Background: an optimization exercise with open tools, aiming at small area, a short achievable clock period and few clock cycles per item. Do not read the settings as production practice.
The RTL was checked by simulation tests, not by an equivalence proof against the original design.

===== design/flow/run.sh =====
#!/bin/bash
# synth_recipe.tcl (not shown) runs the flow's synth.tcl, then flattens the netlist and writes it again
# the make line also repeats each setting of config.mk as NAME=value (left out here)
make -C /OpenROAD-flow-scripts/flow DESIGN_CONFIG=/design/flow/config.mk WORK_HOME=/design/flow/orfs CLKGATE_MAP_FILE= SYNTH_SCRIPT=/design/flow/synth_recipe.tcl finish

===== design/flow/config.mk =====
export PLATFORM = sky130hd
export DESIGN_NAME = spmm_top
export DESIGN_NICKNAME = spmm_top
export VERILOG_FILES = /design/flow/design.v
export SDC_FILE = /design/flow/constraint.sdc
export NUM_CORES = 4
export LEC_CHECK = 0
export CAP_MARGIN = 20
export CORE_MARGIN = 2
export CORE_UTILIZATION = 40
export SETUP_SLACK_MARGIN = 4.5
export SLEW_MARGIN = 20

===== design/flow/constraint.sdc =====
create_clock -name core_clock -period 7.0 [get_ports {clk}]
set_input_delay 1.4000 -clock core_clock [delete_from_list [all_inputs] [get_ports {clk}]]
set_output_delay 1.4000 -clock core_clock [all_outputs]
set_load 0.01 [all_outputs]

===== design/flow/design.v =====
package spmm_pkg;
    localparam int N = 4;
    localparam int W = 8;
    localparam int SPARSE_PCT = 30;
    localparam int DENSE_PCT = 70;
    typedef logic signed [W-1:0] elem_t;
    typedef logic signed [2*W-1:0] prod_t;
    typedef logic [$clog2(N*N)-1:0] idx_t;
    typedef logic [7:0] cnt_t;
    typedef enum logic [1:0] {
        PREC_LOW,
        PREC_MID,
        PREC_HIGH
    } prec_t;
    typedef enum logic [1:0] {
        ENG_DSP,
        ENG_BOOTH,
        ENG_SERIAL
    } engine_t;
    typedef enum logic [1:0] {
        DENS_SPARSE,
        DENS_MEDIUM,
        DENS_DENSE
    } density_t;
endpackage
`timescale 1ns/10ps
module operand_store (
    input  logic            clk,
    input  logic            load_en,
    input  logic            load_sel,
    input  spmm_pkg::idx_t  load_addr,
    input  spmm_pkg::elem_t load_data,
    output logic [16*8-1:0] a_flat,
    output logic [16*8-1:0] b_flat,
    output logic [15:0]     a_nz,
    output logic [15:0]     b_nz,
    output logic [15:0]     a_nz_next,    
    output logic [15:0]     b_nz_next
);
    spmm_pkg::elem_t mem_a [16];
    spmm_pkg::elem_t mem_b [16];
    logic            data_nz;
    assign data_nz = (load_data != '0);
    always_ff @(posedge clk) begin
        for (int e = 0; e < 16; e++) begin
            if (load_en && !load_sel && load_addr == e) begin
                mem_a[e] <= load_data;
                a_nz[e] <= data_nz;
            end
            if (load_en && load_sel && load_addr == e) begin
                mem_b[e] <= load_data;
                b_nz[e] <= data_nz;
            end
        end
    end
    always_comb begin
        for (int e = 0; e < 16; e++) begin
            a_nz_next[e] = (load_en && !load_sel && load_addr == e) ? data_nz : a_nz[e];
            b_nz_next[e] = (load_en && load_sel && load_addr == e) ? data_nz : b_nz[e];
            a_flat[8*e +: 8] = mem_a[e];
            b_flat[8*e +: 8] = mem_b[e];
        end
    end
endmodule
`timescale 1ns/10ps
module result_store (
    input  logic            clk,
    input  logic            clear,        
    input  logic            mac_valid,    
    input  logic [1:0]      mac_row,
    input  logic            row_wen,
    input  logic [1:0]      row_sel,
    input  logic [4*16-1:0] row_data,     
    input  spmm_pkg::idx_t  result_addr,
    output spmm_pkg::prod_t result_data
);
    spmm_pkg::prod_t mem_c [12];
    logic [3:0]      built;
    logic [1:0]      last_row;
    logic [1:0]      rd_row;
    logic [1:0]      rd_col;
    always_ff @(posedge clk) begin
        if (clear) begin
            built <= '0;
        end else if (mac_valid) begin
            built[mac_row] <= 1'b1;
        end
        if (mac_valid) last_row <= mac_row;
        for (int r = 0; r < 3; r++) begin
            if (row_wen && row_sel == r) begin
                for (int j = 0; j < 4; j++) mem_c[4*r+j] <= row_data[16*j +: 16];
            end
        end
    end
    assign rd_row = result_addr[3:2];
    assign rd_col = result_addr[1:0];
    always_ff @(posedge clk) begin
        if (!built[rd_row]) result_data <= '0;
        else if (rd_row == last_row) result_data <= row_data[16*rd_col +: 16];
        else result_data <= mem_c[result_addr];
    end
endmodule
`timescale 1ns/10ps
module row_sparsity (
    input  logic [3:0]        nz,
    input  spmm_pkg::prec_t   precision,
    output spmm_pkg::engine_t engine
);
    logic ge3;
    logic le1;
    assign ge3 = (nz[0] & nz[1] & (nz[2] | nz[3])) | (nz[2] & nz[3] & (nz[0] | nz[1]));
    assign le1 = !((nz[0] & (nz[1] | nz[2] | nz[3])) | (nz[1] & (nz[2] | nz[3])) | (nz[2] & nz[3]));
    always_comb begin
        if (ge3 && precision == 2'd2) engine = spmm_pkg::ENG_DSP;
        else if (le1 && precision == 2'd0) engine = spmm_pkg::ENG_SERIAL;
        else engine = spmm_pkg::ENG_BOOTH;
    end
endmodule
`timescale 1ns/10ps
module booth_mult (
    input  logic [3:0]  neg,
    input  logic [3:0]  one,
    input  logic [3:0]  two,
    input  logic [7:0]  b,
    input  logic [15:0] acc0,
    input  logic [15:0] acc1,
    output logic [15:0] sum0,
    output logic [15:0] sum1
);
    logic p1;
    logic p2;
    logic p3;
    logic p4;
    logic p5;
    logic p6;
    logic p7;
    logic p8;
    logic p9;
    logic q10;
    logic p11;
    logic p12;
    logic p13;
    logic p14;
    logic p15;
    logic p16;
    logic p17;
    logic p18;
    logic p19;
    logic q20;
    logic p21;
    logic p22;
    logic p23;
    logic p24;
    logic p25;
    logic p26;
    logic p27;
    logic p28;
    logic p29;
    logic q30;
    logic p31;
    logic p32;
    logic p33;
    logic p34;
    logic p35;
    logic p36;
    logic p37;
    logic p38;
    logic p39;
    logic q40;
    logic s41;
    logic c42;
    logic s43;
    logic c44;
    logic s45;
    logic c46;
    logic s47;
    logic c48;
    logic s49;
    logic c50;
    logic s51;
    logic c52;
    logic s53;
    logic c54;
    logic s55;
    logic c56;
    logic s57;
    logic c58;
    logic s59;
    logic c60;
    logic s61;
    logic c62;
    logic s63;
    logic c64;
    logic s65;
    logic c66;
    logic s67;
    logic c68;
    logic s69;
    logic c70;
    logic s71;
    logic c72;
    logic s73;
    logic c74;
    logic s75;
    logic c76;
    logic s77;
    logic c78;
    logic s79;
    logic c80;
    logic s81;
    logic c82;
    logic s83;
    logic c84;
    logic s85;
    logic c86;
    logic s87;
    logic c88;
    logic s89;
    logic c90;
    logic s91;
    logic c92;
    logic s93;
    logic c94;
    logic s95;
    logic c96;
    logic s97;
    logic c98;
    logic s99;
    logic c100;
    logic s101;
    logic c102;
    logic s103;
    logic c104;
    logic s105;
    logic c106;
    logic s107;
    logic c108;
    logic s109;
    logic c110;
    logic s111;
    logic c112;
    logic s113;
    logic c114;
    logic s115;
    logic c116;
    logic s117;
    logic c118;
    logic s119;
    logic c120;
    logic s121;
    logic c122;
    logic s123;
    logic c124;
    logic s125;
    logic c126;
    logic s127;
    logic c128;
    logic s129;
    logic c130;
    logic s131;
    logic c132;
    logic s133;
    logic c134;
    logic s135;
    logic c136;
    logic s137;
    logic c138;
    logic s139;
    logic c140;
    logic s141;
    logic c142;
    logic s143;
    logic c144;
    logic s145;
    logic c146;
    logic s147;
    logic c148;
    logic s149;
    logic c150;
    logic s151;
    logic c152;
    assign p1 = (one[0] & b[0]) ^ neg[0];
    assign p2 = ((one[0] & b[1]) | (two[0] & b[0])) ^ neg[0];
    assign p3 = ((one[0] & b[2]) | (two[0] & b[1])) ^ neg[0];
    assign p4 = ((one[0] & b[3]) | (two[0] & b[2])) ^ neg[0];
    assign p5 = ((one[0] & b[4]) | (two[0] & b[3])) ^ neg[0];
    assign p6 = ((one[0] & b[5]) | (two[0] & b[4])) ^ neg[0];
    assign p7 = ((one[0] & b[6]) | (two[0] & b[5])) ^ neg[0];
    assign p8 = ((one[0] & b[7]) | (two[0] & b[6])) ^ neg[0];
    assign p9 = ((one[0] & b[7]) | (two[0] & b[7])) ^ neg[0];
    assign q10 = ~p9;
    assign p11 = (one[1] & b[0]) ^ neg[1];
    assign p12 = ((one[1] & b[1]) | (two[1] & b[0])) ^ neg[1];
    assign p13 = ((one[1] & b[2]) | (two[1] & b[1])) ^ neg[1];
    assign p14 = ((one[1] & b[3]) | (two[1] & b[2])) ^ neg[1];
    assign p15 = ((one[1] & b[4]) | (two[1] & b[3])) ^ neg[1];
    assign p16 = ((one[1] & b[5]) | (two[1] & b[4])) ^ neg[1];
    assign p17 = ((one[1] & b[6]) | (two[1] & b[5])) ^ neg[1];
    assign p18 = ((one[1] & b[7]) | (two[1] & b[6])) ^ neg[1];
    assign p19 = ((one[1] & b[7]) | (two[1] & b[7])) ^ neg[1];
    assign q20 = ~p19;
    assign p21 = (one[2] & b[0]) ^ neg[2];
    assign p22 = ((one[2] & b[1]) | (two[2] & b[0])) ^ neg[2];
    assign p23 = ((one[2] & b[2]) | (two[2] & b[1])) ^ neg[2];
    assign p24 = ((one[2] & b[3]) | (two[2] & b[2])) ^ neg[2];
    assign p25 = ((one[2] & b[4]) | (two[2] & b[3])) ^ neg[2];
    assign p26 = ((one[2] & b[5]) | (two[2] & b[4])) ^ neg[2];
    assign p27 = ((one[2] & b[6]) | (two[2] & b[5])) ^ neg[2];
    assign p28 = ((one[2] & b[7]) | (two[2] & b[6])) ^ neg[2];
    assign p29 = ((one[2] & b[7]) | (two[2] & b[7])) ^ neg[2];
    assign q30 = ~p29;
    assign p31 = (one[3] & b[0]) ^ neg[3];
    assign p32 = ((one[3] & b[1]) | (two[3] & b[0])) ^ neg[3];
    assign p33 = ((one[3] & b[2]) | (two[3] & b[1])) ^ neg[3];
    assign p34 = ((one[3] & b[3]) | (two[3] & b[2])) ^ neg[3];
    assign p35 = ((one[3] & b[4]) | (two[3] & b[3])) ^ neg[3];
    assign p36 = ((one[3] & b[5]) | (two[3] & b[4])) ^ neg[3];
    assign p37 = ((one[3] & b[6]) | (two[3] & b[5])) ^ neg[3];
    assign p38 = ((one[3] & b[7]) | (two[3] & b[6])) ^ neg[3];
    assign p39 = ((one[3] & b[7]) | (two[3] & b[7])) ^ neg[3];
    assign q40 = ~p39;
    assign s41 = acc0[6] ^ acc1[6];
    assign c42 = acc0[6] & acc1[6];
    assign s43 = acc0[7] ^ acc1[7];
    assign c44 = acc0[7] & acc1[7];
    assign s45 = ~(acc0[8] ^ acc1[8]);
    assign c46 = acc0[8] | acc1[8];
    assign s47 = ~acc0[9];
    assign c48 = acc0[9];
    assign s49 = acc0[2] ^ acc1[2];
    assign c50 = acc0[2] & acc1[2];
    assign s51 = acc0[3] ^ acc1[3];
    assign c52 = acc0[3] & acc1[3];
    assign s53 = acc0[4] ^ acc1[4] ^ neg[2];
    assign c54 = (acc0[4] & acc1[4]) | (acc0[4] & neg[2]) | (acc1[4] & neg[2]);
    assign s55 = p5 ^ p13;
    assign c56 = p5 & p13;
    assign s57 = acc0[5] ^ acc1[5] ^ p6;
    assign c58 = (acc0[5] & acc1[5]) | (acc0[5] & p6) | (acc1[5] & p6);
    assign s59 = p14 ^ p22;
    assign c60 = p14 & p22;
    assign s61 = neg[3] ^ s41 ^ p7;
    assign c62 = (neg[3] & s41) | (neg[3] & p7) | (s41 & p7);
    assign s63 = p15 ^ p23 ^ p31;
    assign c64 = (p15 & p23) | (p15 & p31) | (p23 & p31);
    assign s65 = c42 ^ s43 ^ p8;
    assign c66 = (c42 & s43) | (c42 & p8) | (s43 & p8);
    assign s67 = p16 ^ p24 ^ p32;
    assign c68 = (p16 & p24) | (p16 & p32) | (p24 & p32);
    assign s69 = c44 ^ s45 ^ p17;
    assign c70 = (c44 & s45) | (c44 & p17) | (s45 & p17);
    assign s71 = p25 ^ p33 ^ q10;
    assign c72 = (p25 & p33) | (p25 & q10) | (p33 & q10);
    assign s73 = acc1[9] ^ s47 ^ c46;
    assign c74 = (acc1[9] & s47) | (acc1[9] & c46) | (s47 & c46);
    assign s75 = p18 ^ p26 ^ p34;
    assign c76 = (p18 & p26) | (p18 & p34) | (p26 & p34);
    assign s77 = acc0[10] ^ acc1[10] ^ c48;
    assign c78 = (acc0[10] & acc1[10]) | (acc0[10] & c48) | (acc1[10] & c48);
    assign s79 = p27 ^ p35 ^ q20;
    assign c80 = (p27 & p35) | (p27 & q20) | (p35 & q20);
    assign s81 = ~(acc0[11] ^ acc1[11]);
    assign c82 = acc0[11] | acc1[11];
    assign s83 = p28 ^ p36;
    assign c84 = p28 & p36;
    assign s85 = acc0[12] ^ acc1[12] ^ p37;
    assign c86 = (acc0[12] & acc1[12]) | (acc0[12] & p37) | (acc1[12] & p37);
    assign s87 = ~acc0[13];
    assign c88 = acc0[13];
    assign s89 = acc0[0] ^ acc1[0];
    assign c90 = acc0[0] & acc1[0];
    assign s91 = acc0[1] ^ acc1[1];
    assign c92 = acc0[1] & acc1[1];
    assign s93 = neg[1] ^ s49 ^ p3;
    assign c94 = (neg[1] & s49) | (neg[1] & p3) | (s49 & p3);
    assign s95 = c50 ^ s51 ^ p4;
    assign c96 = (c50 & s51) | (c50 & p4) | (s51 & p4);
    assign s97 = c52 ^ p21 ^ s53;
    assign c98 = (c52 & p21) | (c52 & s53) | (p21 & s53);
    assign s99 = c54 ^ c56 ^ s59;
    assign c100 = (c54 & c56) | (c54 & s59) | (c56 & s59);
    assign s101 = c60 ^ c58 ^ s61;
    assign c102 = (c60 & c58) | (c60 & s61) | (c58 & s61);
    assign s103 = c62 ^ c64 ^ s65;
    assign c104 = (c62 & c64) | (c62 & s65) | (c64 & s65);
    assign s105 = c66 ^ c68 ^ s69;
    assign c106 = (c66 & c68) | (c66 & s69) | (c68 & s69);
    assign s107 = s73 ^ c70 ^ c72;
    assign c108 = (s73 & c70) | (s73 & c72) | (c70 & c72);
    assign s109 = s77 ^ c74 ^ c76;
    assign c110 = (s77 & c74) | (s77 & c76) | (c74 & c76);
    assign s111 = s81 ^ c78 ^ s83;
    assign c112 = (s81 & c78) | (s81 & s83) | (c78 & s83);
    assign s113 = c82 ^ q30 ^ c84;
    assign c114 = (c82 & q30) | (c82 & c84) | (q30 & c84);
    assign s115 = acc1[13] ^ s87 ^ p38;
    assign c116 = (acc1[13] & s87) | (acc1[13] & p38) | (s87 & p38);
    assign s117 = acc0[14] ^ acc1[14] ^ c88;
    assign c118 = (acc0[14] & acc1[14]) | (acc0[14] & c88) | (acc1[14] & c88);
    assign s119 = ~acc0[15];
    assign c120 = acc0[15];
    assign s121 = neg[0] ^ s89;
    assign c122 = neg[0] & s89;
    assign s123 = c90 ^ s91 ^ p2;
    assign c124 = (c90 & s91) | (c90 & p2) | (s91 & p2);
    assign s125 = c92 ^ p11 ^ s93;
    assign c126 = (c92 & p11) | (c92 & s93) | (p11 & s93);
    assign s127 = p12 ^ c94 ^ s95;
    assign c128 = (p12 & c94) | (p12 & s95) | (c94 & s95);
    assign s129 = s55 ^ c96 ^ s97;
    assign c130 = (s55 & c96) | (s55 & s97) | (c96 & s97);
    assign s131 = s57 ^ c98 ^ s99;
    assign c132 = (s57 & c98) | (s57 & s99) | (c98 & s99);
    assign s133 = s63 ^ c100 ^ s101;
    assign c134 = (s63 & c100) | (s63 & s101) | (c100 & s101);
    assign s135 = s67 ^ c102 ^ s103;
    assign c136 = (s67 & c102) | (s67 & s103) | (c102 & s103);
    assign s137 = s71 ^ c104 ^ s105;
    assign c138 = (s71 & c104) | (s71 & s105) | (c104 & s105);
    assign s139 = s75 ^ c106 ^ s107;
    assign c140 = (s75 & c106) | (s75 & s107) | (c106 & s107);
    assign s141 = s79 ^ c108 ^ s109;
    assign c142 = (s79 & c108) | (s79 & s109) | (c108 & s109);
    assign s143 = c80 ^ c110 ^ s111;
    assign c144 = (c80 & c110) | (c80 & s111) | (c110 & s111);
    assign s145 = s85 ^ s113 ^ c112;
    assign c146 = (s85 & s113) | (s85 & c112) | (s113 & c112);
    assign s147 = c86 ^ s115 ^ c114;
    assign c148 = (c86 & s115) | (c86 & c114) | (s115 & c114);
    assign s149 = s117 ^ q40 ^ c116;
    assign c150 = (s117 & q40) | (s117 & c116) | (q40 & c116);
    assign s151 = acc1[15] ^ s119 ^ c118;
    assign c152 = (acc1[15] & s119) | (acc1[15] & c118) | (s119 & c118);
    assign sum0 = {s151, s149, c146, c144, c142, c140, c138, c136, c134, c132, c130, c128, c126, c124, c122, s121};
    assign sum1 = {c150, c148, s147, s145, s143, s141, s139, s137, s135, s133, s131, s129, s127, s125, s123, p1};
endmodule
`timescale 1ns/10ps
module mac_unit (
    input  logic            clk,
    input  logic [3:0]      a_neg,
    input  logic [3:0]      a_one,
    input  logic [3:0]      a_two,
    input  logic [4*8-1:0]  b_row,
    input  logic            cont,
    output logic [4*16-1:0] c_row
);
    logic [4*16-1:0] acc0;
    logic [4*16-1:0] acc1;
    logic [4*16-1:0] sum0;
    logic [4*16-1:0] sum1;
    for (genvar j = 0; j < 4; j++) begin : g_col
        booth_mult u_mult (
            .neg  (a_neg),
            .one  (a_one),
            .two  (a_two),
            .b    (b_row[8*j +: 8]),
            .acc0 (cont ? acc0[16*j +: 16] : 16'd0),
            .acc1 (cont ? acc1[16*j +: 16] : 16'd0),
            .sum0 (sum0[16*j +: 16]),
            .sum1 (sum1[16*j +: 16])
        );
        assign c_row[16*j +: 16] = acc0[16*j +: 16] + acc1[16*j +: 16];
    end
    always_ff @(posedge clk) begin
        acc0 <= sum0;
        acc1 <= sum1;
    end
endmodule
`timescale 1ns/10ps
module spmm_control (
    input  logic              clk,
    input  logic              reset,
    input  logic              start,
    input  spmm_pkg::prec_t   precision,
    input  logic [16*8-1:0]   a_flat,
    input  logic [16*8-1:0]   b_flat,
    input  logic [15:0]       a_nz,
    input  logic [15:0]       b_nz,
    input  logic [15:0]       a_nz_next,
    input  logic [15:0]       b_nz_next,
    output logic              busy_o,
    output logic              done,
    output logic              sel_valid,
    output spmm_pkg::engine_t sel_engine,
    output spmm_pkg::cnt_t    macs_executed,
    output spmm_pkg::cnt_t    macs_skipped,
    output logic              c_clear,
    output logic [3:0]        mac_neg,
    output logic [3:0]        mac_one,
    output logic [3:0]        mac_two,
    output logic [4*8-1:0]    mac_b,
    output logic              mac_cont,
    output logic              mac_valid,
    output logic [1:0]        mac_row,
    output logic              wr_valid,
    output logic [1:0]        wr_row
);
    logic [15:0] pending;       
    logic [15:0] mask_next;
    logic        busy;
    logic [15:0] src;
    logic [15:0] pick;
    logic [15:0] pick_below;    
    logic [1:0]  pick_row;
    logic [3:0]  pick_k_hot;
    logic [7:0]  pick_a;
    logic [31:0] pick_b;
    logic [2:0]  pick_cnt;
    logic [2:0]  b_row_cnt [4];
    logic        issue;
    logic [2:0]  mac_cnt;
    logic [1:0]  sel_row;
    logic [6:0]  exec_cnt;
    logic [6:0]  skip_cnt;
    spmm_pkg::engine_t row_eng [4];
    logic        launch;
    logic        finish;
    for (genvar k = 0; k < 4; k++) begin : g_brow
        assign b_row_cnt[k] = 3'(b_nz[4*k]) + 3'(b_nz[4*k+1]) + 3'(b_nz[4*k+2]) + 3'(b_nz[4*k+3]);
    end
    for (genvar r = 0; r < 4; r++) begin : g_class
        row_sparsity u_class (
            .nz        (a_nz[4*r +: 4]),
            .precision (precision),
            .engine    (row_eng[r])
        );
    end
    always_comb begin
        pick_below[0] = src[0];
        for (int e = 1; e < 16; e++) pick_below[e] = pick_below[e-1] | src[e];
    end
    always_comb begin
        for (int e = 0; e < 16; e++)
            mask_next[e] = a_nz_next[e] & (|b_nz_next[4*(e%4) +: 4]);
    end
    always_comb begin
        src = pending;
        pick = src & ~{pick_below[14:0], 1'b0};
        pick_row = '0;
        pick_a = '0;
        for (int e = 0; e < 16; e++) begin
            pick_row |= pick[e] ? 2'(e / 4) : 2'd0;
            pick_a |= pick[e] ? a_flat[8*e +: 8] : 8'd0;
        end
        pick_b = '0;
        pick_cnt = '0;
        for (int k = 0; k < 4; k++) begin
            pick_k_hot[k] = pick[k] | pick[k+4] | pick[k+8] | pick[k+12];
            pick_b |= pick_k_hot[k] ? b_flat[32*k +: 32] : 32'd0;
            pick_cnt |= pick_k_hot[k] ? b_row_cnt[k] : 3'd0;
        end
    end
    assign launch = start && !busy;
    assign c_clear = launch;
    assign finish = busy && pending == '0 && (!sel_valid || sel_row[1]);
    assign issue = (launch || busy) && src != '0;
    always_ff @(posedge clk or posedge reset) begin
        if (reset) begin
            busy <= 1'b0;
            busy_o <= 1'b0;
            done <= 1'b0;
            sel_valid <= 1'b0;
            sel_row <= '0;
            exec_cnt <= '0;
            skip_cnt <= '0;
            mac_valid <= 1'b0;
            wr_valid <= 1'b0;
        end else begin
            done <= 1'b0;
            mac_valid <= issue;
            wr_valid <= mac_valid;
            if (launch) begin
                busy <= 1'b1;
                busy_o <= 1'b1;
                sel_valid <= 1'b1;
                sel_row <= '0;
                exec_cnt <= '0;
                skip_cnt <= 7'd64;
            end else begin
                if (sel_valid) begin
                    sel_row <= sel_row + 1'b1;
                    if (sel_row == 2'd3) sel_valid <= 1'b0;
                end
                if (finish) begin
                    busy <= 1'b0;
                    busy_o <= 1'b0;
                    done <= 1'b1;
                end
                if (mac_valid) begin
                    exec_cnt <= exec_cnt + 7'(mac_cnt);
                    skip_cnt <= skip_cnt - 7'(mac_cnt);
                end
            end
        end
    end
    always_ff @(posedge clk) begin
        if (launch || (busy && !finish)) pending <= src & ~pick;
        else pending <= mask_next;
        mac_row <= pick_row;
        mac_cnt <= pick_cnt;
        mac_cont <= !issue || (busy && mac_valid && mac_row == pick_row);
        mac_b <= pick_b;
        for (int d = 0; d < 4; d++) begin
            logic b2, b1, b0;
            b2 = pick_a[2*d+1];
            b1 = pick_a[2*d];
            b0 = (d == 0) ? 1'b0 : pick_a[2*d-1];
            mac_neg[d] <= issue && (b2 & ~(b1 & b0));
            mac_one[d] <= issue && (b1 ^ b0);
            mac_two[d] <= issue && ((b2 & ~b1 & ~b0) | (~b2 & b1 & b0));
        end
        wr_row <= mac_row;
        if (launch) sel_engine <= row_eng[0];
        else if (sel_valid) sel_engine <= row_eng[sel_row + 2'd1];
    end
    assign macs_executed = {1'b0, exec_cnt};
    assign macs_skipped = {1'b0, skip_cnt};
endmodule
`timescale 1ns/10ps
module spmm_top (
    input  logic              clk,
    input  logic              reset,
    input  logic              load_en,
    input  logic              load_sel,
    input  spmm_pkg::idx_t    load_addr,
    input  spmm_pkg::elem_t   load_data,
    input  spmm_pkg::prec_t   precision,
    input  logic              start,
    output logic              busy,
    output logic              done,
    output logic              sel_valid,
    output spmm_pkg::engine_t sel_engine,
    output spmm_pkg::cnt_t    macs_executed,
    output spmm_pkg::cnt_t    macs_skipped,
    input  spmm_pkg::idx_t    result_addr,
    output spmm_pkg::prod_t   result_data
);
    logic [16*8-1:0] a_flat;
    logic [16*8-1:0] b_flat;
    logic [15:0]     a_nz;
    logic [15:0]     b_nz;
    logic [15:0]     a_nz_next;
    logic [15:0]     b_nz_next;
    logic            c_clear;
    logic [3:0]      mac_neg;
    logic [3:0]      mac_one;
    logic [3:0]      mac_two;
    logic [4*8-1:0]  mac_b;
    logic            mac_cont;
    logic            mac_valid;
    logic [1:0]      mac_row;
    logic            wr_valid;
    logic [1:0]      wr_row;
    logic [4*16-1:0] c_row;
    operand_store u_operands (
        .clk       (clk),
        .load_en   (load_en),
        .load_sel  (load_sel),
        .load_addr (load_addr),
        .load_data (load_data),
        .a_flat    (a_flat),
        .b_flat    (b_flat),
        .a_nz      (a_nz),
        .b_nz      (b_nz),
        .a_nz_next (a_nz_next),
        .b_nz_next (b_nz_next)
    );
    spmm_control u_control (
        .clk           (clk),
        .reset         (reset),
        .start         (start),
        .precision     (precision),
        .a_flat        (a_flat),
        .b_flat        (b_flat),
        .a_nz          (a_nz),
        .b_nz          (b_nz),
        .a_nz_next     (a_nz_next),
        .b_nz_next     (b_nz_next),
        .busy_o        (busy),
        .done          (done),
        .sel_valid     (sel_valid),
        .sel_engine    (sel_engine),
        .macs_executed (macs_executed),
        .macs_skipped  (macs_skipped),
        .c_clear       (c_clear),
        .mac_neg       (mac_neg),
        .mac_one       (mac_one),
        .mac_two       (mac_two),
        .mac_b         (mac_b),
        .mac_cont      (mac_cont),
        .mac_valid     (mac_valid),
        .mac_row       (mac_row),
        .wr_valid      (wr_valid),
        .wr_row        (wr_row)
    );
    mac_unit u_mac (
        .clk   (clk),
        .a_neg (mac_neg),
        .a_one (mac_one),
        .a_two (mac_two),
        .b_row (mac_b),
        .cont  (mac_cont),
        .c_row (c_row)
    );
    result_store u_results (
        .clk         (clk),
        .clear       (c_clear),
        .mac_valid   (mac_valid),
        .mac_row     (mac_row),
        .row_wen     (wr_valid),
        .row_sel     (wr_row),
        .row_data    (c_row),
        .result_addr (result_addr),
        .result_data (result_data)
    );
endmodule

==> results of run 1 <==
==> per-stage QoR <==
stage          cells  setup slack [ns]  hold slack [ns]
4_1_cts         4240             4.093           0.4126
5_1_grt         4332             4.040           0.4295
3_3_place_gp    3925             2.056           0.3917
6_report        4334             4.102           0.4114
3_5_place_dp    3925             2.015           0.4061
2_1_floorplan   2823             4.115           0.3744
==> synthesized netlist by cell type (17+ instances only) <==
cell type                  number  area, µm²
sky130_fd_sc_hd__a21oi_1       69      345.3
sky130_fd_sc_hd__a221oi_1      19      166.4
sky130_fd_sc_hd__a222oi_1      54      540.5
sky130_fd_sc_hd__a22oi_1      191       1434
sky130_fd_sc_hd__and2_1        98      613.1
sky130_fd_sc_hd__clkbuf_1      98      367.9
sky130_fd_sc_hd__clkbuf_2      23      115.1
sky130_fd_sc_hd__dfrtp_1       21      525.5
sky130_fd_sc_hd__dfxtp_1      248       4965
sky130_fd_sc_hd__edfxtp_1     452      13570
sky130_fd_sc_hd__fa_1         170       3403
sky130_fd_sc_hd__ha_1         129       1614
sky130_fd_sc_hd__inv_1        196      735.7
sky130_fd_sc_hd__nand2_1      236      885.9
sky130_fd_sc_hd__nand3_1       24      120.1
sky130_fd_sc_hd__nand4_1       17      106.4
sky130_fd_sc_hd__nor2_1       113      424.2
sky130_fd_sc_hd__nor2b_1       18      112.6
sky130_fd_sc_hd__nor3_1        32      160.2
sky130_fd_sc_hd__o21a_1        22      165.2
sky130_fd_sc_hd__o21ai_0       80      400.4
sky130_fd_sc_hd__xnor2_1      168       1471
sky130_fd_sc_hd__xor2_1        43      376.6
==> timing repair <==
item                                    4_1_cts  5_1_grt
endpoints found under the hold margin         0        0
resized for setup                           649      247
setup buffers                               145       81
cloned                                       23       11
endpoints found under the setup margin      515      286
pin swaps                                   165      176
==> how the worst max path moves through the flow <==
stage / end / slack (ns) / cells after the start
final: u_results.result_data[10] / 4.10 / 10
after global routing: u_results.result_data[12] / 4.04 / 11
after CTS: u_results.result_data[14] / 4.09 / 11
after detailed placement: u_results.result_data[15] / 2.01 / 10
after global placement: u_results.result_data[15] / 2.06 / 10
after floorplan: u_results.result_data[15] / 4.11 / 10
==> routing by layer <==
| layer | global-route usage | routed length (µm) | up-vias |
|---|---|---|---|
| li1 | - | - | 10860 |
| met3 | 0.03038 | 6002 | 267 |
| met1 | 0.2918 | 42540 | 12500 |
| met4 | 0.09583 | 4566 | 0 |
| met5 | 0 | 0 | - |
| met2 | 0.3911 | 53210 | 1007 |
==> area by class of cell <==
type                       instances  area (µm²)  share of cell area
multi-input combinational       1757       17360              0.3824
antenna                            2       5.005           0.0001102
timing repair buffer             354        4086             0.08999
inverter                         198       764.5             0.01684
clock buffer                     108        2191             0.04825
sequential                       721       19170              0.4222
tap                             1155        1445             0.03183
clock inverter                    39       381.6            0.008404
==> cells by family after synthesis <==
group,Yosys count
buffers and inverters,348
AO/OA/AOI/OAI,585
flip-flops,721
XOR/XNOR,211
multiplexers,27
AND/OR/NAND/NOR,626
other,1
adder cells (fa/ha/maj),303
==> cell usage in the layout (no fill, tap or decap), drive strengths merged, types with 17 or more instances in the layout <==
cell type  netlist  routed
xor2            43      43
nor2b           18      19
a21oi           69      69
a222oi          54      54
dfxtp          248     248
fa             170     170
and2            98      99
xnor2          168     168
a221oi          19      19
clkinv           0      20
nand4           17      17
edfxtp         452     452
nand3           25      25
dfrtp           21      21
buf             29     315
nor2           116     117
nand2          236     236
clkbuf         121     122
o21ai           83      83
inv            198     201
a22oi          191     191
o21a            22      22
ha             129     129
nor3            32      32
==> state kept, by name, summed over array words and instances, names as in the netlist, 4 cells and up <==
register and flops:
u_operands.mem_b 128, u_control.skip_cnt 7, u_control.mac_b 32, u_results.built 4, u_operands.b_nz 16, u_operands.mem_a 128
u_results.mem_c 192, u_results.result_data 16, u_mac.acc0 64, u_control.mac_neg 4, u_operands.a_nz 16, u_mac.acc1 64
u_control.mac_one 4, u_control.pending 16, u_control.mac_two 4, u_control.exec_cnt 7
==> report_table.html, run 1 <==
<table>
<tr><th>Metric</th><th>Value</th></tr>
<tr><th colspan="2">Min path</th></tr>
<tr><td>Class of the tightest hold or removal check</td><td>reg2reg</td></tr>
<tr><td>Number of cells on the worst hold path</td><td>0</td></tr>
<tr><td>Startpoint of the worst hold path</td><td>u_control.mac_row[0]</td></tr>
<tr><td>Worst hold endpoint</td><td>u_control.wr_row[0]</td></tr>
<tr><th colspan="2">Floorplanning</th></tr>
<tr><td>Initial Util</td><td>0.4045</td></tr>
<tr><td>Die ar.</td><td>approximately 90,000 µm²</td></tr>
<tr><td>Chip Width</td><td>~300 µm</td></tr>
<tr><td>Site Rows</td><td>about 110</td></tr>
<tr><td>Core ar.</td><td>between 80,000 and 90,000 µm²</td></tr>
<tr><td>Count of pins on the block boundary</td><td>60</td></tr>
<tr><td>Vertical die dimension</td><td>between 300 and 400 µm</td></tr>
<tr><th colspan="2">Setup path</th></tr>
<tr><td>Ordered list of cells on the worst path</td><td>ha_4 &gt; inv_2 &gt; fa_2 &gt; nor2b_1 &gt; o31a_1 &gt; or4_4 &gt; a311oi_4 &gt; xnor2_2 &gt; mux4_2 &gt; a21o_1</td></tr>
<tr><td>Endpoint type of the worst setup path</td><td>flip-flop</td></tr>
<tr><td>Family with the most delay on the worst path</td><td>compound AO/OA/AOI/OAI gates</td></tr>
<tr><td>Critical path launch point type</td><td>flip-flop</td></tr>
<tr><td>Critical R2R Launch</td><td>u_mac.acc0[32]</td></tr>
<tr><td>Worst reg2reg setup slack</td><td>approximately 4 ns</td></tr>
<tr><td>CP startpoint</td><td>u_mac.acc0[32]</td></tr>
<tr><td>Longest individual stage delay on the worst path</td><td>between 0.5 and 0.6 ns</td></tr>
<tr><td>Number of cell instances on the worst register-to-register path</td><td>10</td></tr>
<tr><td>CP Buf/Inv Count</td><td>1</td></tr>
<tr><td>Worst R2R End</td><td>u_results.result_data[10]</td></tr>
<tr><td>Cell type of the slowest stage on the worst timing path</td><td>sky130_fd_sc_hd__or4_4</td></tr>
<tr><td>Type of the setup path with the least slack</td><td>reg2reg</td></tr>
<tr><td>Max Fanout on Critical Path</td><td>3</td></tr>
<tr><td>Endpoint arrival time on the critical path</td><td>roughly 3.4 ns</td></tr>
<tr><td>CP Data Required Time</td><td>7.53 ns</td></tr>
<tr><th colspan="2">STA</th></tr>
<tr><td>Count of endpoints failing hold in the final timing report</td><td>0</td></tr>
<tr><td>Sum of negative setup slack</td><td>0 ns</td></tr>
<tr><td>Final setup violation count</td><td>0</td></tr>
<tr><td>Minimum period implied by the final worst setup slack</td><td>a little under 3 ns</td></tr>
<tr><td>Count of pins over their slew limit</td><td>0</td></tr>
<tr><td>Final worst path period share</td><td>0.4139</td></tr>
<tr><td>Maximum frequency from static timing analysis</td><td>about 350 MHz</td></tr>
<tr><td>Slew @ Worst Pin</td><td>~1 ns</td></tr>
<tr><td>Max Clock Skew</td><td>0.02294 ns</td></tr>
<tr><td>Setup repair after global routing missed its margin</td><td>yes</td></tr>
<tr><td>Worst slew margin relative to its limit</td><td>0.3458</td></tr>
<tr><th colspan="2">Clocking</th></tr>
<tr><td>CTS tree</td><td>built</td></tr>
<tr><td>CTS H-tree lvls</td><td>3</td></tr>
<tr><td>Hold-fix buffers, CTS</td><td>0</td></tr>
<tr><td>CTS sink count</td><td>721</td></tr>
<tr><td>Clock transition at the registers of the reported paths</td><td>0.06 ns</td></tr>
<tr><td>Insertion delay of the later-clocked pin in the worst-skew pair</td><td>0.65 ns</td></tr>
<tr><td>Inserted Clock Buffers</td><td>between 70 and 80</td></tr>
<tr><td>Maximum root-to-sink buffer count</td><td>3</td></tr>
<tr><td>Clk Tree Root Cell</td><td>sky130_fd_sc_hd__clkbuf_16</td></tr>
<tr><th colspan="2">Cells and area</th></tr>
<tr><td>Total non-filler cell area in the finished layout</td><td>approximately 45,000 µm²</td></tr>
<tr><td>FILL cells</td><td>slightly above 7,000</td></tr>
<tr><td>Number of nets in the layout</td><td>~3,400</td></tr>
<tr><td>Fraction of final layout cells sized beyond drive strength 1</td><td>0.3151</td></tr>
<tr><td>Utilization after layout</td><td>0.5226</td></tr>
<tr><td>Growth of design area from synthesis to finish</td><td>29.18%</td></tr>
<tr><th colspan="2">Yosys</th></tr>
<tr><td>Count of warnings emitted by yosys</td><td>11</td></tr>
<tr><td>Share of synthesized cell area in and, or, nand and nor gates</td><td>0.08796</td></tr>
<tr><td>Avg Synthesized Cell Area</td><td>between 10 and 15 µm²</td></tr>
<tr><td>Mux share of post-synthesis cell area</td><td>0.01217</td></tr>
<tr><td>Complex-gate fraction of the synthesized area</td><td>0.1221</td></tr>
<tr><td>Post-synthesis register bit count</td><td>~720</td></tr>
<tr><td>Mapped cell area</td><td>approximately 35,000 µm²</td></tr>
<tr><td>Post-synthesis adder-cell area fraction</td><td>0.1439</td></tr>
<tr><td>Mapped Cells</td><td>2,822</td></tr>
<tr><td>Yosys cell types</td><td>80</td></tr>
<tr><td>Largest family of logic cells by synthesized area</td><td>adder cells</td></tr>
<tr><td>Synthesized-area fraction occupied by xor and xnor cells</td><td>0.05258</td></tr>
<tr><td>Register area share after synthesis</td><td>0.5423</td></tr>
<tr><td>EDFF count, synth</td><td>452</td></tr>
<tr><td>Leading register cell type out of synthesis</td><td>sky130_fd_sc_hd__edfxtp_1</td></tr>
<tr><td>Share of synthesized registers carrying an async set or reset</td><td>0.02913</td></tr>
<tr><th colspan="2">Placement</th></tr>
<tr><td>GPL Wtd Cong</td><td>approximately 0.92</td></tr>
<tr><td>Count of input and output buffers</td><td>57</td></tr>
<tr><td>Placed wire-length estimate after detailed placement</td><td>~64 mm</td></tr>
<tr><td>Placed inst area</td><td>roughly 37,000 µm²</td></tr>
<tr><th colspan="2">Global route</th></tr>
<tr><td>Global router's overall resource usage</td><td>0.2285</td></tr>
<tr><td>Via count of the first global-routing pass</td><td>25,000</td></tr>
<tr><td>Wire length of the first global-routing pass</td><td>roughly 160 mm</td></tr>
<tr><td>Antenna violations before repair</td><td>2</td></tr>
<tr><td>Largest net degree at the start of global routing</td><td>65</td></tr>
<tr><td>Remaining global-route overflow</td><td>0</td></tr>
<tr><th colspan="2">Route</th></tr>
<tr><td>Number of detailed-route iterations in the first pass</td><td>8</td></tr>
<tr><td>Vias</td><td>between 20,000 and 25,000</td></tr>
<tr><td>Post-detailed-route count of antenna-violating nets</td><td>0</td></tr>
<tr><td>Final wirelength</td><td>around 110 mm</td></tr>
<tr><td>Number of vias per cell</td><td>between 5 and 6</td></tr>
<tr><td>Initial DRC Count</td><td>between 2,000 and 3,000</td></tr>
<tr><td>Average routed wire per standard cell</td><td>approximately 25 µm</td></tr>
<tr><td>Count of unresolved DRC violations after routing</td><td>0</td></tr>
<tr><th colspan="2">Flow run</th></tr>
<tr><td>Max Cap Violations</td><td>0</td></tr>
<tr><th colspan="2">Outcome</th></tr>
<tr><td>Run status</td><td>timing/DRC/antenna clean</td></tr>
</table>
Testbench counts, summed over its fixed seeds: cycles 7,957, jobs 192.
==> run 2: changes to the inputs <==
--- a/design/flow/config.mk
+++ b/design/flow/config.mk
@@ -5,8 +5,11 @@
 export SDC_FILE = /design/flow/constraint.sdc
 export NUM_CORES = 4
 export LEC_CHECK = 0
+export ABC_AREA = 1
 export CAP_MARGIN = 20
 export CORE_MARGIN = 2
 export CORE_UTILIZATION = 40
+export CTS_CLUSTER_DIAMETER = 60
+export CTS_CLUSTER_SIZE = 30
 export SETUP_SLACK_MARGIN = 4.5
 export SLEW_MARGIN = 20
==> run 2 against run 1 <==
Net effect:
- critical path type unchanged
- maximum frequency up 8.5%
- routed wire length down 1.1%
- utilization fell by 3.8 points
==> report_table.html, run 2 <==
<table>
<tr><th>Metric</th><th>Value</th></tr>
<tr><th colspan="2">Yosys</th></tr>
<tr><td>Post-synthesis register bit count</td><td>721 (unchanged)</td></tr>
<tr><td>Top cell type's share of synthesized area</td><td>0.3740 (-0.01215)</td></tr>
<tr><td>Share of synthesized registers carrying an async set or reset</td><td>0.02913 (unchanged)</td></tr>
<tr><td>Commonest cells in the netlist</td><td>795 x sky130_fd_sc_hd__nand2_1, 476 x sky130_fd_sc_hd__inv_1, 452 x sky130_fd_sc_hd__edfxtp_1, 248 x sky130_fd_sc_hd__dfxtp_1, 235 x sky130_fd_sc_hd__nor2_1</td></tr>
<tr><td>Mapped cell area</td><td>36,290 µm² (+3.2%)</td></tr>
<tr><td>Leading register cell type out of synthesis</td><td>sky130_fd_sc_hd__edfxtp_1</td></tr>
<tr><td>Top area cells in the synthesized netlist</td><td>sky130_fd_sc_hd__edfxtp_1 37%, sky130_fd_sc_hd__dfxtp_1 14%, sky130_fd_sc_hd__fa_1 9.4%</td></tr>
<tr><td>Count of warnings emitted by yosys</td><td>11 (unchanged)</td></tr>
<tr><td>Yosys cell types</td><td>59 (-26%)</td></tr>
<tr><td>Mapped Cells</td><td>3,572 (+27%)</td></tr>
<tr><td>Library cell with the largest summed area after synthesis</td><td>sky130_fd_sc_hd__edfxtp_1</td></tr>
<tr><td>Register area share after synthesis</td><td>0.5253 (-0.01707)</td></tr>
<tr><td>Top-count cell post-synth</td><td>sky130_fd_sc_hd__nand2_1</td></tr>
<tr><td>EDFF count, synth</td><td>452 (unchanged)</td></tr>
<tr><td>Avg Synthesized Cell Area</td><td>10.16 µm² (-18%)</td></tr>
<tr><th colspan="2">Route</th></tr>
<tr><td>Initial DRC Count</td><td>2,462 (-7.3%)</td></tr>
<tr><td>Vias</td><td>25,980 (+5.4%)</td></tr>
<tr><td>Post-detailed-route count of antenna-violating nets</td><td>0 (unchanged)</td></tr>
<tr><td>Number of vias per cell</td><td>5.202 (-8.5%)</td></tr>
<tr><td>Number of detailed-route iterations in the first pass</td><td>6 (-2)</td></tr>
<tr><td>Average routed wire per standard cell</td><td>21.05 µm (-14%)</td></tr>
<tr><td>Count of unresolved DRC violations after routing</td><td>0 (unchanged)</td></tr>
<tr><td>Final wirelength</td><td>105.1 mm (-1.1%)</td></tr>
<tr><th colspan="2">Clocking</th></tr>
<tr><td>Inserted Clock Buffers</td><td>59 (-25%)</td></tr>
<tr><td>Insertion delay of the later-clocked pin in the worst-skew pair</td><td>0.67 ns (+0.02 ns)</td></tr>
<tr><td>Maximum root-to-sink buffer count</td><td>3 (unchanged)</td></tr>
<tr><td>Hold-fix buffers, CTS</td><td>0 (unchanged)</td></tr>
<tr><td>CTS H-tree lvls</td><td>2 (-1)</td></tr>
<tr><td>Clock transition at the registers of the reported paths</td><td>0.08 ns (+0.02 ns)</td></tr>
<tr><td>Clk Tree Root Cell</td><td>sky130_fd_sc_hd__clkbuf_16</td></tr>
<tr><td>CTS sink count</td><td>721 (unchanged)</td></tr>
<tr><td>CTS tree</td><td>built</td></tr>
<tr><th colspan="2">Global route</th></tr>
<tr><td>Via count of the first global-routing pass</td><td>25,940 (+3.8%)</td></tr>
<tr><td>Remaining global-route overflow</td><td>0 (unchanged)</td></tr>
<tr><td>Antenna violations before repair</td><td>0 (-2)</td></tr>
<tr><td>Global router's overall resource usage</td><td>0.2242 (-0.004263)</td></tr>
<tr><td>Largest net degree at the start of global routing</td><td>65 (unchanged)</td></tr>
<tr><td>Wire length of the first global-routing pass</td><td>159.2 mm (+2.0%)</td></tr>
<tr><th colspan="2">Floorplanning</th></tr>
<tr><td>Chip Width</td><td>305.2 µm (+1.6%)</td></tr>
<tr><td>Initial Util</td><td>0.4032 (-0.001345)</td></tr>
<tr><td>Vertical die dimension</td><td>305.2 µm (+1.6%)</td></tr>
<tr><td>Count of pins on the block boundary</td><td>60 (unchanged)</td></tr>
<tr><td>Core ar.</td><td>90,010 µm² (+3.6%)</td></tr>
<tr><td>Die ar.</td><td>93,160 µm² (+3.2%)</td></tr>
<tr><td>Site Rows</td><td>110 (+1.9%)</td></tr>
<tr><th colspan="2">Placement</th></tr>
<tr><td>Placed cells</td><td>4,725 (+20%)</td></tr>
<tr><td>Placed wire-length estimate after detailed placement</td><td>68.12 mm (+6.8%)</td></tr>
<tr><td>GPL Wtd Cong</td><td>0.8795 (-4.0%)</td></tr>
<tr><td>Count of input and output buffers</td><td>57 (unchanged)</td></tr>
<tr><th colspan="2">STA</th></tr>
<tr><td>Setup repair after global routing missed its margin</td><td>yes</td></tr>
<tr><td>Minimum period implied by the final worst setup slack</td><td>2.671 ns (-0.2267 ns)</td></tr>
<tr><td>Worst slew margin relative to its limit</td><td>0.3334 (-0.01235)</td></tr>
<tr><td>Final worst path period share</td><td>0.3816 (-0.03238)</td></tr>
<tr><td>Count of endpoints failing hold in the final timing report</td><td>0 (unchanged)</td></tr>
<tr><td>Max Clock Skew</td><td>0.03483 ns (+0.01188 ns)</td></tr>
<tr><td>Maximum frequency from static timing analysis</td><td>374.4 MHz (+8.5%)</td></tr>
<tr><td>Final setup violation count</td><td>0 (unchanged)</td></tr>
<tr><td>Slew @ Worst Pin</td><td>0.9999 ns (+0.01852 ns)</td></tr>
<tr><td>Sum of negative setup slack</td><td>0 ns (unchanged)</td></tr>
<tr><td>Count of pins over their slew limit</td><td>0 (unchanged)</td></tr>
<tr><td>WHS</td><td>0.4212 ns (+0.009865 ns)</td></tr>
<tr><th colspan="2">Setup path</th></tr>
<tr><td>Ordered list of cells on the worst path</td><td>buf_6 &gt; buf_16 &gt; nand2_4 &gt; ha_4 &gt; fa_2 &gt; fa_1 &gt; inv_2 &gt; fa_2</td></tr>
<tr><td>Endpoint arrival time on the critical path</td><td>3.27 ns (-0.16 ns)</td></tr>
<tr><td>Critical path launch point type</td><td>flip-flop</td></tr>
<tr><td>Longest individual stage delay on the worst path</td><td>0.53 ns (about the same)</td></tr>
<tr><td>CP Data Required Time</td><td>7.60 ns (+0.07 ns)</td></tr>
<tr><td>Max Fanout on Critical Path</td><td>7 (+4)</td></tr>
<tr><td>Worst reg2reg setup slack</td><td>4.33 ns (+0.23 ns)</td></tr>
<tr><td>Endpoint type of the worst setup path</td><td>flip-flop</td></tr>
<tr><td>Cell type of the slowest stage on the worst timing path</td><td>sky130_fd_sc_hd__fa_2</td></tr>
<tr><td>Dominant cell type by count on the critical path</td><td>sky130_fd_sc_hd__fa_2</td></tr>
<tr><td>Type of the setup path with the least slack</td><td>reg2reg</td></tr>
<tr><td>Family with the most delay on the worst path</td><td>adder cells</td></tr>
<tr><td>CP Buf/Inv Count</td><td>3 (+2)</td></tr>
<tr><th colspan="2">Cells and area</th></tr>
<tr><td>Fraction of final layout cells sized beyond drive strength 1</td><td>0.1862 (-0.1289)</td></tr>
<tr><td>Most common library cell in the layout ignoring fill and taps</td><td>sky130_fd_sc_hd__nand2_1</td></tr>
<tr><td>Commonest cells after routing, fill and taps aside</td><td>736 x sky130_fd_sc_hd__nand2_1, 452 x sky130_fd_sc_hd__edfxtp_1, 400 x sky130_fd_sc_hd__inv_1</td></tr>
<tr><td>Registers with the most flip-flops</td><td>u_results.mem_c (192), u_operands.mem_a (128), u_operands.mem_b (128)</td></tr>
<tr><td>Non-filler instance count after layout</td><td>4,994 (+15%)</td></tr>
<tr><td>Growth of design area from synthesis to finish</td><td>20.09%</td></tr>
<tr><td>FILL cells</td><td>8,140 (+15%)</td></tr>
<tr><td>Diodes inserted</td><td>0 (-2)</td></tr>
<tr><td>Number of flip-flops in the largest register</td><td>192 (unchanged)</td></tr>
<tr><td>Number of nets in the layout</td><td>4,090 (+19%)</td></tr>
<tr><td>Largest register by flop count</td><td>u_results.mem_c</td></tr>
<tr><th colspan="2">Flow run</th></tr>
<tr><td>Max Cap Violations</td><td>0 (unchanged)</td></tr>
<tr><th colspan="2">Outcome</th></tr>
<tr><td>Run status</td><td>timing/DRC/antenna clean</td></tr>
<tr><th colspan="2">Min path</th></tr>
<tr><td>Class of the tightest hold or removal check</td><td>reg2reg</td></tr>
</table>
==> run 2: cell types whose count changed in the layout (fill, tap and decap cells not counted), moves of 44 or more <==
cell	change
sky130_fd_sc_hd__nor2_1	+88
sky130_fd_sc_hd__xor2_1	+127
sky130_fd_sc_hd__nand2_1	+538
sky130_fd_sc_hd__buf_6	-44
sky130_fd_sc_hd__nand4_1	+107
sky130_fd_sc_hd__a21oi_1	+47
sky130_fd_sc_hd__o22ai_1	+109
sky130_fd_sc_hd__and2_4	-48
sky130_fd_sc_hd__a22oi_1	-177
sky130_fd_sc_hd__inv_1	+246
sky130_fd_sc_hd__a222oi_1	-54
sky130_fd_sc_hd__xnor2_1	-133
sky130_fd_sc_hd__nand3_1	+130
sky130_fd_sc_hd__buf_4	-45
==> run 2: repair_timing <==
| action | 4_1_cts | 5_1_grt |
|---|---|---|
| setup buffers | 102 | 34 |
| hold endpoints to repair | 0 | 0 |
| endpoints found under the setup margin | 474 | 179 |
| gates cloned | 18 | 4 |
| resized for setup | 472 | 183 |
| pin swaps | 62 | 38 |
==> run 2: metrics by stage <==
| stage | worst slack (ns) | util | cell area [µm²] |
|---|---|---|---|
| 2_1_floorplan | 4.288 | - | 37130 |
| 3_3_place_gp | 2.797 | 0.4280 | 38530 |
| 3_5_place_dp | 2.830 | 0.4281 | 38540 |
| 4_1_cts | 4.325 | 0.4769 | 42930 |
| 5_1_grt | 4.257 | 0.4842 | 43580 |
| 6_report | 4.329 | 0.4842 | 43580 |
==> run 2: final timing paths <==
| kind | start | to | cells past startpoint |
|---|---|---|---|
| max | u_control.mac_cont | u_mac.acc1[40] | 8 |
| max reg2reg | u_control.mac_cont | u_mac.acc1[40] | 8 |
| max in group asynchronous | reset | u_control.exec_cnt[1] | 2 |
| min reg2reg | u_control.mac_row[1] | u_control.wr_row[1] | 0 |
| min in group asynchronous | reset | u_control.exec_cnt[6] | 2 |
| min | u_control.mac_row[1] | u_control.wr_row[1] | 0 |
==> run 2: cells by family after synthesis <==
family,Yosys count,synth area share
simple gates,1389,0.1642
flops,721,0.5253
buf+inv,596,0.06333
compound gates,381,0.06423
xor+xnor,185,0.04465
other cells,1,0.0001033
fa+ha+maj,299,0.1382
==> run 2: final cells by class <==
cell class	instances	area, µm²	share of cell area
Timing Repair inverter	3	26.28	0.0006029
Timing Repair Buffer	229	2396	0.05498
Multi-Input combinational cell	2260	16270	0.3732
Clock buffer	64	1538	0.03528
Clock inverter	47	716.9	0.01645
Inverter	494	2027	0.04651
Tap cell	1176	1471	0.03376
Sequential cell	721	19140	0.4392
==> run 2: metal layers <==
metal	GRT usage	share of wire	wire, µm
met5	0	0	0
met4	0.08867	0.044	4603
met3	0.02634	0.053	5520
met2	0.3807	0.48	50720
met1	0.2936	0.42	44260
==> run 2: worst reg2reg max path, stage by stage (launching register included) <==
cell and delay [ns]:
sky130_fd_sc_hd__dfxtp_4 0.48, sky130_fd_sc_hd__buf_6 0.17, sky130_fd_sc_hd__buf_16 0.14, sky130_fd_sc_hd__nand2_4 0.05, sky130_fd_sc_hd__ha_4 0.27, sky130_fd_sc_hd__fa_2 0.44
sky130_fd_sc_hd__fa_1 0.50, sky130_fd_sc_hd__inv_2 0.04, sky130_fd_sc_hd__fa_2 0.53
==> run 3: changes to the inputs <==
--- a/design/flow/config.mk
+++ b/design/flow/config.mk
@@ -13,3 +13,4 @@
 export CTS_CLUSTER_SIZE = 30
 export SETUP_SLACK_MARGIN = 4.5
 export SLEW_MARGIN = 20
+export TNS_END_PERCENT = 2
==> run 3 against run 2 <==
Net effect:
- still clean
- register-to-register slack got worse by 0.02 ns
- hold slack got worse by 0.0017 ns
- final cell count fell by 0.74%
- non-clock buffer count fell by 40
- utilization fell by 1.6 points
- die area did not move
- critical path depth fell by 1
- routed wire length fell by 3.6%
- clock skew rose by 0.0039 ns
- critical endpoint is now u_mac.acc1[57]
==> report_table.html, run 3 <==
<table>
<tr><th>Metric</th><th>Value</th></tr>
<tr><th colspan="2">Cells and area</th></tr>
<tr><td>Fraction of final layout cells sized beyond drive strength 1</td><td>0.1098 (-0.07643)</td></tr>
<tr><td>Commonest cells after routing, fill and taps aside</td><td>779 x sky130_fd_sc_hd__nand2_1, 461 x sky130_fd_sc_hd__inv_1, 452 x sky130_fd_sc_hd__edfxtp_1</td></tr>
<tr><td>FILL cells</td><td>8,325 (+2.3%)</td></tr>
<tr><td>Most common library cell in the layout ignoring fill and taps</td><td>sky130_fd_sc_hd__nand2_1</td></tr>
<tr><td>Non-filler instance count after layout</td><td>4,957 (-0.74%)</td></tr>
<tr><td>Registers with the most flip-flops</td><td>u_results.mem_c (192), u_operands.mem_a (128), u_operands.mem_b (128)</td></tr>
<tr><td>Number of nets in the layout</td><td>4,049 (-1.0%)</td></tr>
<tr><td>Growth of design area from synthesis to finish</td><td>16.08%</td></tr>
<tr><td>Number of flip-flops in the largest register</td><td>192 (unchanged)</td></tr>
<tr><td>Largest register by flop count</td><td>u_results.mem_c</td></tr>
<tr><th colspan="2">Yosys</th></tr>
<tr><td>Leading register cell type out of synthesis</td><td>sky130_fd_sc_hd__edfxtp_1</td></tr>
<tr><td>EDFF count, synth</td><td>452 (unchanged)</td></tr>
<tr><td>Top area cells in the synthesized netlist</td><td>sky130_fd_sc_hd__edfxtp_1 37%, sky130_fd_sc_hd__dfxtp_1 14%, sky130_fd_sc_hd__fa_1 9.4%</td></tr>
<tr><td>Count of warnings emitted by yosys</td><td>11 (unchanged)</td></tr>
<tr><td>Library cell with the largest summed area after synthesis</td><td>sky130_fd_sc_hd__edfxtp_1</td></tr>
<tr><td>Post-synthesis register bit count</td><td>721 (unchanged)</td></tr>
<tr><td>Share of synthesized registers carrying an async set or reset</td><td>0.02913 (unchanged)</td></tr>
<tr><td>Avg Synthesized Cell Area</td><td>10.16 µm² (unchanged)</td></tr>
<tr><td>Mapped cell area</td><td>36,290 µm² (unchanged)</td></tr>
<tr><td>Top-count cell post-synth</td><td>sky130_fd_sc_hd__nand2_1</td></tr>
<tr><td>Register area share after synthesis</td><td>0.5253 (unchanged)</td></tr>
<tr><td>Top cell type's share of synthesized area</td><td>0.3740 (unchanged)</td></tr>
<tr><td>Mapped Cells</td><td>3,572 (unchanged)</td></tr>
<tr><td>Commonest cells in the netlist</td><td>795 x sky130_fd_sc_hd__nand2_1, 476 x sky130_fd_sc_hd__inv_1, 452 x sky130_fd_sc_hd__edfxtp_1, 248 x sky130_fd_sc_hd__dfxtp_1, 235 x sky130_fd_sc_hd__nor2_1</td></tr>
<tr><td>Yosys cell types</td><td>59 (unchanged)</td></tr>
<tr><th colspan="2">Setup path</th></tr>
<tr><td>Max Fanout on Critical Path</td><td>28 (+21)</td></tr>
<tr><td>Dominant cell type by count on the critical path</td><td>sky130_fd_sc_hd__fa_1</td></tr>
<tr><td>CP Buf/Inv Count</td><td>2 (-1)</td></tr>
<tr><td>Family with the most delay on the worst path</td><td>adder cells</td></tr>
<tr><td>Endpoint arrival time on the critical path</td><td>3.23 ns (-0.04 ns)</td></tr>
<tr><td>Longest individual stage delay on the worst path</td><td>0.51 ns (-0.02 ns)</td></tr>
<tr><td>Ordered list of cells on the worst path</td><td>inv_4 &gt; o22ai_1 &gt; xor2_1 &gt; fa_1 &gt; fa_1 &gt; inv_1 &gt; fa_1</td></tr>
<tr><td>CP Data Required Time</td><td>7.54 ns (-0.06 ns)</td></tr>
<tr><td>Critical path launch point type</td><td>flip-flop</td></tr>
<tr><td>Endpoint type of the worst setup path</td><td>flip-flop</td></tr>
<tr><td>Type of the setup path with the least slack</td><td>reg2reg</td></tr>
<tr><td>Cell type of the slowest stage on the worst timing path</td><td>sky130_fd_sc_hd__fa_1</td></tr>
<tr><th colspan="2">STA</th></tr>
<tr><td>Worst slew margin relative to its limit</td><td>0.3377 (+0.004275)</td></tr>
<tr><td>Count of pins over their slew limit</td><td>0 (unchanged)</td></tr>
<tr><td>Slew @ Worst Pin</td><td>0.9934 ns (-0.006412 ns)</td></tr>
<tr><td>Maximum frequency from static timing analysis</td><td>371.1 MHz (-0.88%)</td></tr>
<tr><td>Setup repair after global routing missed its margin</td><td>yes</td></tr>
<tr><td>Count of endpoints failing hold in the final timing report</td><td>0 (unchanged)</td></tr>
<tr><td>Final setup violation count</td><td>0 (unchanged)</td></tr>
<tr><td>Max Clock Skew</td><td>0.03868 ns (+0.003856 ns)</td></tr>
<tr><td>Sum of negative setup slack</td><td>0 ns (unchanged)</td></tr>
<tr><td>Final worst path period share</td><td>0.3849 (+0.003376)</td></tr>
<tr><td>Minimum period implied by the final worst setup slack</td><td>2.695 ns (+0.02363 ns)</td></tr>
<tr><th colspan="2">Floorplanning</th></tr>
<tr><td>Core ar.</td><td>90,010 µm² (unchanged)</td></tr>
<tr><td>Vertical die dimension</td><td>305.2 µm (unchanged)</td></tr>
<tr><td>Site Rows</td><td>110 (unchanged)</td></tr>
<tr><td>Die ar.</td><td>93,160 µm² (unchanged)</td></tr>
<tr><td>Chip Width</td><td>305.2 µm (unchanged)</td></tr>
<tr><td>Count of pins on the block boundary</td><td>60 (unchanged)</td></tr>
<tr><td>Initial Util</td><td>0.4032 (unchanged)</td></tr>
<tr><th colspan="2">Clocking</th></tr>
<tr><td>Clock transition at the registers of the reported paths</td><td>0.08 ns (about the same)</td></tr>
<tr><td>Hold-fix buffers, CTS</td><td>0 (unchanged)</td></tr>
<tr><td>CTS tree</td><td>built</td></tr>
<tr><td>Maximum root-to-sink buffer count</td><td>3 (unchanged)</td></tr>
<tr><td>CTS sink count</td><td>721 (unchanged)</td></tr>
<tr><td>CTS H-tree lvls</td><td>2 (unchanged)</td></tr>
<tr><td>Inserted Clock Buffers</td><td>61 (+3.4%)</td></tr>
<tr><td>Clk Tree Root Cell</td><td>sky130_fd_sc_hd__clkbuf_16</td></tr>
<tr><td>Insertion delay of the later-clocked pin in the worst-skew pair</td><td>0.68 ns (about the same)</td></tr>
<tr><th colspan="2">Global route</th></tr>
<tr><td>Antenna violations before repair</td><td>1 (+1)</td></tr>
<tr><td>Wire length of the first global-routing pass</td><td>153.4 mm (-3.7%)</td></tr>
<tr><td>Largest net degree at the start of global routing</td><td>65 (unchanged)</td></tr>
<tr><td>Global router's overall resource usage</td><td>0.2142 (-0.01007)</td></tr>
<tr><td>Via count of the first global-routing pass</td><td>25,320 (-2.4%)</td></tr>
<tr><td>Remaining global-route overflow</td><td>0 (unchanged)</td></tr>
<tr><th colspan="2">Route</th></tr>
<tr><td>Initial DRC Count</td><td>2,476 (+0.57%)</td></tr>
<tr><td>Count of unresolved DRC violations after routing</td><td>0 (unchanged)</td></tr>
<tr><td>Vias</td><td>25,760 (-0.86%)</td></tr>
<tr><td>Post-detailed-route count of antenna-violating nets</td><td>0 (unchanged)</td></tr>
<tr><td>Number of detailed-route iterations in the first pass</td><td>6 (unchanged)</td></tr>
<tr><td>Average routed wire per standard cell</td><td>20.45 µm (-2.8%)</td></tr>
<tr><td>Number of vias per cell</td><td>5.196 (-0.12%)</td></tr>
<tr><td>Final wirelength</td><td>101.4 mm (-3.6%)</td></tr>
<tr><th colspan="2">Outcome</th></tr>
<tr><td>Run status</td><td>timing/DRC/antenna clean</td></tr>
<tr><th colspan="2">Min path</th></tr>
<tr><td>Class of the tightest hold or removal check</td><td>reg2reg</td></tr>
<tr><th colspan="2">Flow run</th></tr>
<tr><td>Max Cap Violations</td><td>0 (unchanged)</td></tr>
<tr><th colspan="2">Placement</th></tr>
<tr><td>Count of input and output buffers</td><td>57 (unchanged)</td></tr>
<tr><td>Placed cells</td><td>4,750 (+0.53%)</td></tr>
<tr><td>Placed wire-length estimate after detailed placement</td><td>68.43 mm (+0.45%)</td></tr>
<tr><td>GPL Wtd Cong</td><td>0.9420 (+7.1%)</td></tr>
</table>
==> run 3: cell count changes in the layout (fill, tap and decap cells not counted), sizes merged <==
| cell | before | now |
|---|---|---|
| buf | 203 | 147 |
| bufbuf | 11 | 4 |
| bufinv | 1 | 2 |
| clkdlybuf4s15 | 0 | 8 |
| clkinvlp | 8 | 15 |
| diode | 0 | 1 |
| dlygate4sd2 | 2 | 6 |
| dlymetal6s2s | 0 | 9 |
| inv | 513 | 511 |
| nand3 | 162 | 161 |
| nand4 | 126 | 125 |
==> run 3: worst paths after layout <==
check	to	startpoint	cells past startpoint	slack [ns]
worst max-delay path	u_mac.acc1[57]	u_control.mac_one[2]	7	4.31
worst min-delay path	u_control.wr_row[1]	u_control.mac_row[1]	0	0.42
worst max register to register	u_mac.acc1[57]	u_control.mac_one[2]	7	4.31
worst min register to register	u_control.wr_row[1]	u_control.mac_row[1]	0	0.42
max in group asynchronous	u_control.wr_valid	reset	2	5.27
min in group asynchronous	u_control.mac_valid	reset	2	1.19
==> run 3: stage by stage <==
step	hold WS, ns	area [µm²]	util	setup slack (ns)
floorplan	0.3733	36310	-	3.666
global placement	0.4115	38280	0.4253	2.870
detailed placement	0.4084	38280	0.4253	2.801
CTS	0.4142	41730	0.4636	4.315
global route	0.4313	42130	0.4680	4.190
finish	0.4195	42130	0.4680	4.305
==> run 3: area by class of cell <==
type,instances,area (µm²),area share
repair buffers,189,1977,0.04692
multi-input cells,2258,15350,0.3643
clock inverters,54,758.2,0.01800
flip-flops and latches,721,19100,0.4534
well taps,1176,1471,0.03493
diodes,1,2.502,0.00005940
repair inverters,2,12.51,0.0002970
clock buffers,62,1530,0.03632
inverters,494,1932,0.04586
==> run 3: cell families (layout without fill, tap and decap cells) <==
kind of cell | after synthesis | in the layout | synth area share
AOI/OAI and AO/OA | 381 | 381 | 0.06423
adders and majority gates | 299 | 299 | 0.1382
buffers and inverters | 596 | 801 | 0.06333
DFF | 721 | 721 | 0.5253
xor gates and xnor gates | 185 | 185 | 0.04465
and+or+nand+nor | 1389 | 1391 | 0.1642
other | 1 | 3 | 0.0001033
==> run 3: per-layer routing <==
metal	track usage	vias to the layer above	share of wire
met1	0.2822	12390	0.42
met3	0.02482	227	0.059
li1	-	12230	-
met5	0	-	0
met4	0.09027	0	0.044
met2	0.3589	910	0.48
==> run 3: repair_timing <==
action	CTS	global route
gates cloned	6	8
setup endpoints to repair	368	319
resized for setup	284	57
buffers inserted	65	11
pin swaps	5	3
hold endpoints to repair	0	0

## afterwards: timing with drivers on the ports
In the flow no input, the clock included, has a driving cell. The finished layouts below were timed again as built, in two steps.
Step 1, drivers: a clkbuf_16 drives clk and a buf_2 each remaining input, both assumed.
Step 2 also shifts input and output timing later by t, the mid clock arrival at the registers, as if the neighbouring blocks saw the same clock.
a / b / c = no drivers / after step 1 / after step 2; a / b = the first two.
run	t (ns)	slack for setup (ns)	hold WS [ns]	pins driven straight from the clock port
run 1	0.702	4.102 / 4.102 / 3.717	0.411 / 0.411 / 0.411	1
run 2	0.722	4.329 / 4.318 / 3.843	0.421 / 0.421 / 0.421	1
run 3	0.730	4.305 / 4.286 / 3.641	0.420 / 0.420 / 0.420	1
After both steps setup and hold are still met in every run listed. The setup slack of run 3, which loses most, moves by -0.019 ns with the drivers and by -0.664 ns with both steps.
